This is an optimization exercise on Yosys and OpenROAD, whose aim is small area and a short achievable clock period, not a production implementation.
In this exercise RTL edits were held to simulation tests only and were not proved equivalent to the original.
Power is estimated from default activity; no workload was simulated.

Design pci_master, start of the top module:
module pci_master (
   input  logic                                CLK,
   input  logic                                reset,
   input  logic                                cmd_req,
   input  logic                                cmd_dir,
   input  logic [pci_master_pkg::ADDR_W-1:0]   cmd_addr,
   input  logic [pci_master_pkg::LEN_W-1:0]    cmd_len,
   output logic                                cmd_ack,
   output logic                                sts_fatal,
   output logic [pci_master_pkg::LEN_W-1:0]    sts_beats,
   input  logic                                wr_req,
   input  logic [pci_master_pkg::DATA_W-1:0]   wr_data,
   output logic                                wr_ack,
   input  logic                                rd_req,
   output logic                                rd_ack,
   output logic [pci_master_pkg::DATA_W-1:0]   rd_data,
   input  logic [pci_master_pkg::DATA_W-1:0]   adio_out,
   input  logic                                m_data,
   input  logic                                m_data_vld,
   input  logic                                m_addr_n,
   input  logic                                m_src_en,
   input  logic [pci_master_pkg::CSR_W-1:0]    csr,
   output logic [pci_master_pkg::DATA_W-1:0]   adio_in,
   output logic [3:0] m_cbe,
   output logic                                m_wrdn,
   output logic                                request,
   output logic                                complete,
   output logic                                m_ready
);
==> flow/config.mk <==
export PLATFORM = sky130hd
export DESIGN_NAME = pci_master
export DESIGN_NICKNAME = pci_master
export VERILOG_FILES = /design/flow/design.v
export SDC_FILE = /design/flow/constraint.sdc
export NUM_CORES = 4
export LEC_CHECK = 0
export CAP_MARGIN = 5
export CORE_MARGIN = 2
export CORE_UTILIZATION = 45
export CTS_BUF_LIST = sky130_fd_sc_hd__clkbuf_16
export CTS_CLUSTER_DIAMETER = 120
export CTS_CLUSTER_SIZE = 26
export SETUP_SLACK_MARGIN = 2.8
export SLEW_MARGIN = 5
==> flow/constraint.sdc <==
create_clock -name core_clock -period 6.0 [get_ports {CLK}]
set_input_delay 1.2000 -clock core_clock [delete_from_list [all_inputs] [get_ports {CLK}]]
set_output_delay 1.2000 -clock core_clock [all_outputs]
set_load 0.01 [all_outputs]
standard.sh (not shown) runs the stock make flow with config.mk's settings and CLKGATE_MAP_FILE= SYNTH_SCRIPT=/design/flow/synth_recipe.tcl, a recipe that flattens the netlist after the stock synthesis.
==> flow/flow/run.sh <==
#!/bin/bash
# Own layout flow: the standard layout (standard.sh), with the pins of the
# bus-side output path (m_addr_n, m_data, adio_in, m_cbe) kept together on one
# edge so that the nets from the two inputs to the 36 outputs stay short,
# and with plain buffers (buf_2) as the port buffers.
set -euo pipefail
cd "$(dirname "${BASH_SOURCE[0]}")/.."
export IO_CONSTRAINTS="$PWD/flow/io.tcl"
export BUFFER_PORTS_ARGS="-buffer_cell sky130_fd_sc_hd__buf_2"
bash standard.sh finish > standard.log 2>&1
==> flow/flow/io.tcl <==
# Pin constraints, sourced by ORFS after the floorplan is made.
set die [ord::get_die_area]
set ymid [expr {([lindex $die 1] + [lindex $die 3]) / 2.0}]
set names {}
for {set i 0} {$i < 16} {incr i} { lappend names "adio_in\[$i\]" }
lappend names m_addr_n m_data
for {set i 0} {$i < 4} {incr i} { lappend names "m_cbe\[$i\]" }
for {set i 16} {$i < 32} {incr i} { lappend names "adio_in\[$i\]" }
set lo [expr {$ymid - 30}]
set hi [expr {$ymid + 30}]
set_io_pin_constraint -pin_names $names -region right:$lo-$hi -group -order
Rerun with:
Settings changed: CAP_MARGIN 5 to 20, SLEW_MARGIN 5 to 20.
Setup slack is better by 0.0084 ns.
Wire length hardly moves.
Hold slack got worse by 0.0096 ns.
Sequential power hardly moves.

* * *

pci_master, a different RTL version from the one above (not shown whole).
Size: about 2500 cells after synthesis, ~1200 flip-flops, roughly 230 I/O pins, ~43000 µm² of cells after synthesis.
## pci_master
module pci_master (
   input  logic                                CLK,
   input  logic                                reset,
   input  logic                                cmd_req,
   input  logic                                cmd_dir,
   input  logic [pci_master_pkg::ADDR_W-1:0]   cmd_addr,
   input  logic [pci_master_pkg::LEN_W-1:0]    cmd_len,
   output logic                                cmd_ack,
   output logic                                sts_fatal,
   output logic [pci_master_pkg::LEN_W-1:0]    sts_beats,
   input  logic                                wr_req,
   input  logic [pci_master_pkg::DATA_W-1:0]   wr_data,
   output logic                                wr_ack,
   input  logic                                rd_req,
   output logic                                rd_ack,
   output logic [pci_master_pkg::DATA_W-1:0]   rd_data,
   input  logic [pci_master_pkg::DATA_W-1:0]   adio_out,
   input  logic                                m_data,
   input  logic                                m_data_vld,
   input  logic                                m_addr_n,
   input  logic                                m_src_en,
   input  logic [pci_master_pkg::CSR_W-1:0]    csr,
   output logic [pci_master_pkg::DATA_W-1:0]   adio_in,
   output logic [3:0] m_cbe,
   output logic                                m_wrdn,
   output logic                                request,
   output logic                                complete,
   output logic                                m_ready
);
export LEC_CHECK = 0
export CAP_MARGIN = 20
export CORE_MARGIN = 2
export CORE_UTILIZATION = 50
export CTS_BUF_LIST = sky130_fd_sc_hd__clkbuf_16
export CTS_CLUSTER_DIAMETER = 60
export CTS_CLUSTER_SIZE = 30
export SETUP_SLACK_MARGIN = 2.9
export SLEW_MARGIN = 20
create_clock -name core_clock -period 6.0 [get_ports {CLK}]
run.sh (not shown) runs the stock make flow with config.mk's settings and CLKGATE_MAP_FILE= SYNTH_SCRIPT=/design/flow/synth_recipe.tcl, a recipe that flattens the netlist after the stock synthesis.
Stock flow here: none of the scripts above is used.
The starting point ran to the end with no violations.
Then changed:
--- a/flow/config.mk
+++ b/flow/config.mk
@@ -10 +10 @@
-export CORE_UTILIZATION = 50
+export CORE_UTILIZATION = 45
@@ -12 +12 @@
-export CTS_CLUSTER_DIAMETER = 60
+export CTS_CLUSTER_DIAMETER = 150
@@ -14 +14 @@
-export SETUP_SLACK_MARGIN = 2.9
+export SETUP_SLACK_MARGIN = 2.8
After rerunning:
- design area drops by a few percent
- power drops by roughly a tenth
- via count drops by a few percent
- sequential power stays flat
- global-route usage drops by 4.8 points
- critical path depth climbs by 1

* * *

Another version of the RTL of pci_master (not shown whole).
Size in the first run: ~2,400 cells after synthesis, roughly 230 I/O pins, roughly 42,000 um2 of cells after synthesis.
export LEC_CHECK = 0
export CAP_MARGIN = 20
export CORE_MARGIN = 2
export CORE_UTILIZATION = 45
export CTS_BUF_LIST = sky130_fd_sc_hd__clkbuf_16
export CTS_CLUSTER_DIAMETER = 120
export CTS_CLUSTER_SIZE = 26
export SETUP_SLACK_MARGIN = 2.8
export SLEW_MARGIN = 20
create_clock -name core_clock -period 6.0 [get_ports {CLK}]
standard.sh (not shown) runs the stock make flow with config.mk's settings and CLKGATE_MAP_FILE= SYNTH_SCRIPT=/design/flow/synth_recipe.tcl, a recipe that flattens the netlist after the stock synthesis.
==> flow/flow/run.sh <==
#!/bin/bash
# Own layout flow, on the standard layout (standard.sh):
# - the standard synthesis, then its combinational cells mapped again with an
#   area-oriented ABC script (flow/resyn.sh); registers are left untouched;
# - the pins of the bus-side output path (m_addr_n, m_data, adio_in, m_cbe)
#   kept together on one edge (flow/io.tcl);
# - plain buffers (buf_2) as the port buffers.
set -euo pipefail
cd "$(dirname "${BASH_SOURCE[0]}")/.."
export IO_CONSTRAINTS="$PWD/flow/io.tcl"
export BUFFER_PORTS_ARGS="-buffer_cell sky130_fd_sc_hd__buf_2"
RES=orfs/results/sky130hd/pci_master/base
bash standard.sh synth > standard_synth.log 2>&1
cp $RES/1_2_yosys.v standard_1_2_yosys.v
bash flow/resyn.sh standard_1_2_yosys.v $RES/1_2_yosys.v resyn > resyn.log 2>&1
rm -f $RES/1_synth.odb $RES/1_synth.sdc
bash standard.sh finish > standard.log 2>&1
==> flow/flow/area.abc <==
strash
&get -n
&st
&dch -f
&nf -a
&put
topo
==> flow/flow/resyn.sh <==
#!/bin/bash
# Re-maps the combinational cells of the standard synthesis netlist with an
# area-oriented ABC script. The registers stay as they are: same cells, same
# names. Usage: resyn.sh NETLIST_IN NETLIST_OUT WORKDIR
set -euo pipefail
IN=$1; OUT=$2; W=$3
FLOWDIR=$(cd "$(dirname "${BASH_SOURCE[0]}")" && pwd)
LIB=$FLOW_HOME/platforms/sky130hd/lib/sky130_fd_sc_hd__tt_025C_1v80.lib
mkdir -p "$W"
# Logic models of the combinational cells the netlist uses, from the liberty
grep -o 'sky130_fd_sc_hd__[a-z0-9_]*' "$IN" | sort -u | grep -v 'df\|conb' | sed 's/^/=/' > "$W/comb_cells.txt"
yosys -q -p "read_liberty -wb -ignore_miss_func $LIB; setattr -mod -unset whitebox $(tr '\n' ' ' < "$W/comb_cells.txt"); select $(tr '\n' ' ' < "$W/comb_cells.txt"); write_verilog -selected -noattr $W/comb_map.v" > "$W/yosys_map.log" 2>&1
printf 'set_driving_cell sky130_fd_sc_hd__buf_1\nset_load 5\n' > "$W/abc.constr"
DU="-dont_use sky130_fd_sc_hd__probe_p_8 -dont_use sky130_fd_sc_hd__probec_p_8 -dont_use sky130_fd_sc_hd__lpflow_*"
yosys -p "read_liberty -lib $LIB; read_verilog $IN; hierarchy -top pci_master; techmap -map $W/comb_map.v; techmap; opt_clean; abc -script $FLOWDIR/area.abc -liberty $LIB $DU -constr $W/abc.constr; opt_clean -purge; splitnets; opt_clean -purge; hilomap -singleton -hicell sky130_fd_sc_hd__conb_1 HI -locell sky130_fd_sc_hd__conb_1 LO; insbuf -buf sky130_fd_sc_hd__buf_4 A X; check -assert -mapped; tee -o $W/stat.txt stat -liberty $LIB; write_verilog -noattr -nohex -nodec $OUT" > "$W/yosys_resyn.log" 2>&1
Scripts as last shown in full above: flow/flow/io.tcl
The starting point finished clean.
Rerun with:
==> flow/flow/run.sh (replaced) <==
#!/bin/bash
# Own layout flow: the standard layout (standard.sh), with the pins of the
# bus-side output path (m_addr_n, m_data, adio_in, m_cbe) kept together on one
# edge so that the nets from the two inputs to the 36 outputs stay short,
# and with plain buffers (buf_2) as the port buffers.
set -euo pipefail
cd "$(dirname "${BASH_SOURCE[0]}")/.."
export IO_CONSTRAINTS="$PWD/flow/io.tcl"
export BUFFER_PORTS_ARGS="-buffer_cell sky130_fd_sc_hd__buf_2"
bash standard.sh finish > standard.log 2>&1
removed: flow/flow/area.abc
removed: flow/flow/resyn.sh
The changed run finished clean.
Power fell by 0.45%.
Via count fell by 0.81%.
Global-route usage fell by 0.70 points.
Register-to-register slack stays flat.
Sequential power hardly moves.
Hold slack stays flat.
Worst setup slack degrades by 0.015 ns.
Rerun with:
--- a/flow/config.mk
+++ b/flow/config.mk
@@ -10 +10 @@
-export CORE_UTILIZATION = 45
+export CORE_UTILIZATION = 52
@@ -14 +14 @@
-export SETUP_SLACK_MARGIN = 2.8
+export SETUP_SLACK_MARGIN = 3.0
=> Final area barely changes. Critical path depth does not change. Die area drops by 13%. Wire length climbs by 0.44%. Setup slack is worse by 0.012 ns.

==> separate check: timing with driven ports <==
How much do the figures lean on ideal ports? The routed layouts below were timed once more, with nothing changed but the port constraints. Step 1 (the two cells are an assumption about what drives the block):
set clk [get_ports {CLK}]
set_driving_cell -lib_cell sky130_fd_sc_hd__clkbuf_16 $clk
set_driving_cell -lib_cell sky130_fd_sc_hd__buf_2 [delete_from_list [all_inputs] $clk]
Step 2 times the ports against the registers' clock, not the clock port: input delays grow and output delays shrink by t, the midpoint of the rising clock arrivals with the driver on. Three values: no drivers, after step 1, after step 2; two values: the first two.
run | t (ns) | slack for setup (ns) | worst setup path after step 2 | pins driven straight from the clock port
the first run of note 1 | 0.717 | 2.818 / 2.790 / 2.145 | input to register | 1
the second run of note 1 | 0.715 | 2.827 / 2.798 / 2.152 | input to register | 1
the first run of note 2 | 0.716 | 2.723 / 2.677 / 2.106 | input to register | 1
the second run of note 2 | 0.699 | 2.587 / 2.553 / 2.149 | input to register | 1
the first run of note 3 | 0.710 | 2.799 / 2.746 / 2.221 | input to register | 1
the second run of note 3 | 0.707 | 2.784 / 2.730 / 2.244 | input to register | 1
the third run of note 3 | 0.705 | 2.772 / 2.694 / 2.392 | input to register | 1
After both steps every run listed still meets setup and hold. The setup slack of the second run of note 1, which loses most, moves by -0.029 ns with the drivers and by -0.675 ns with both steps.
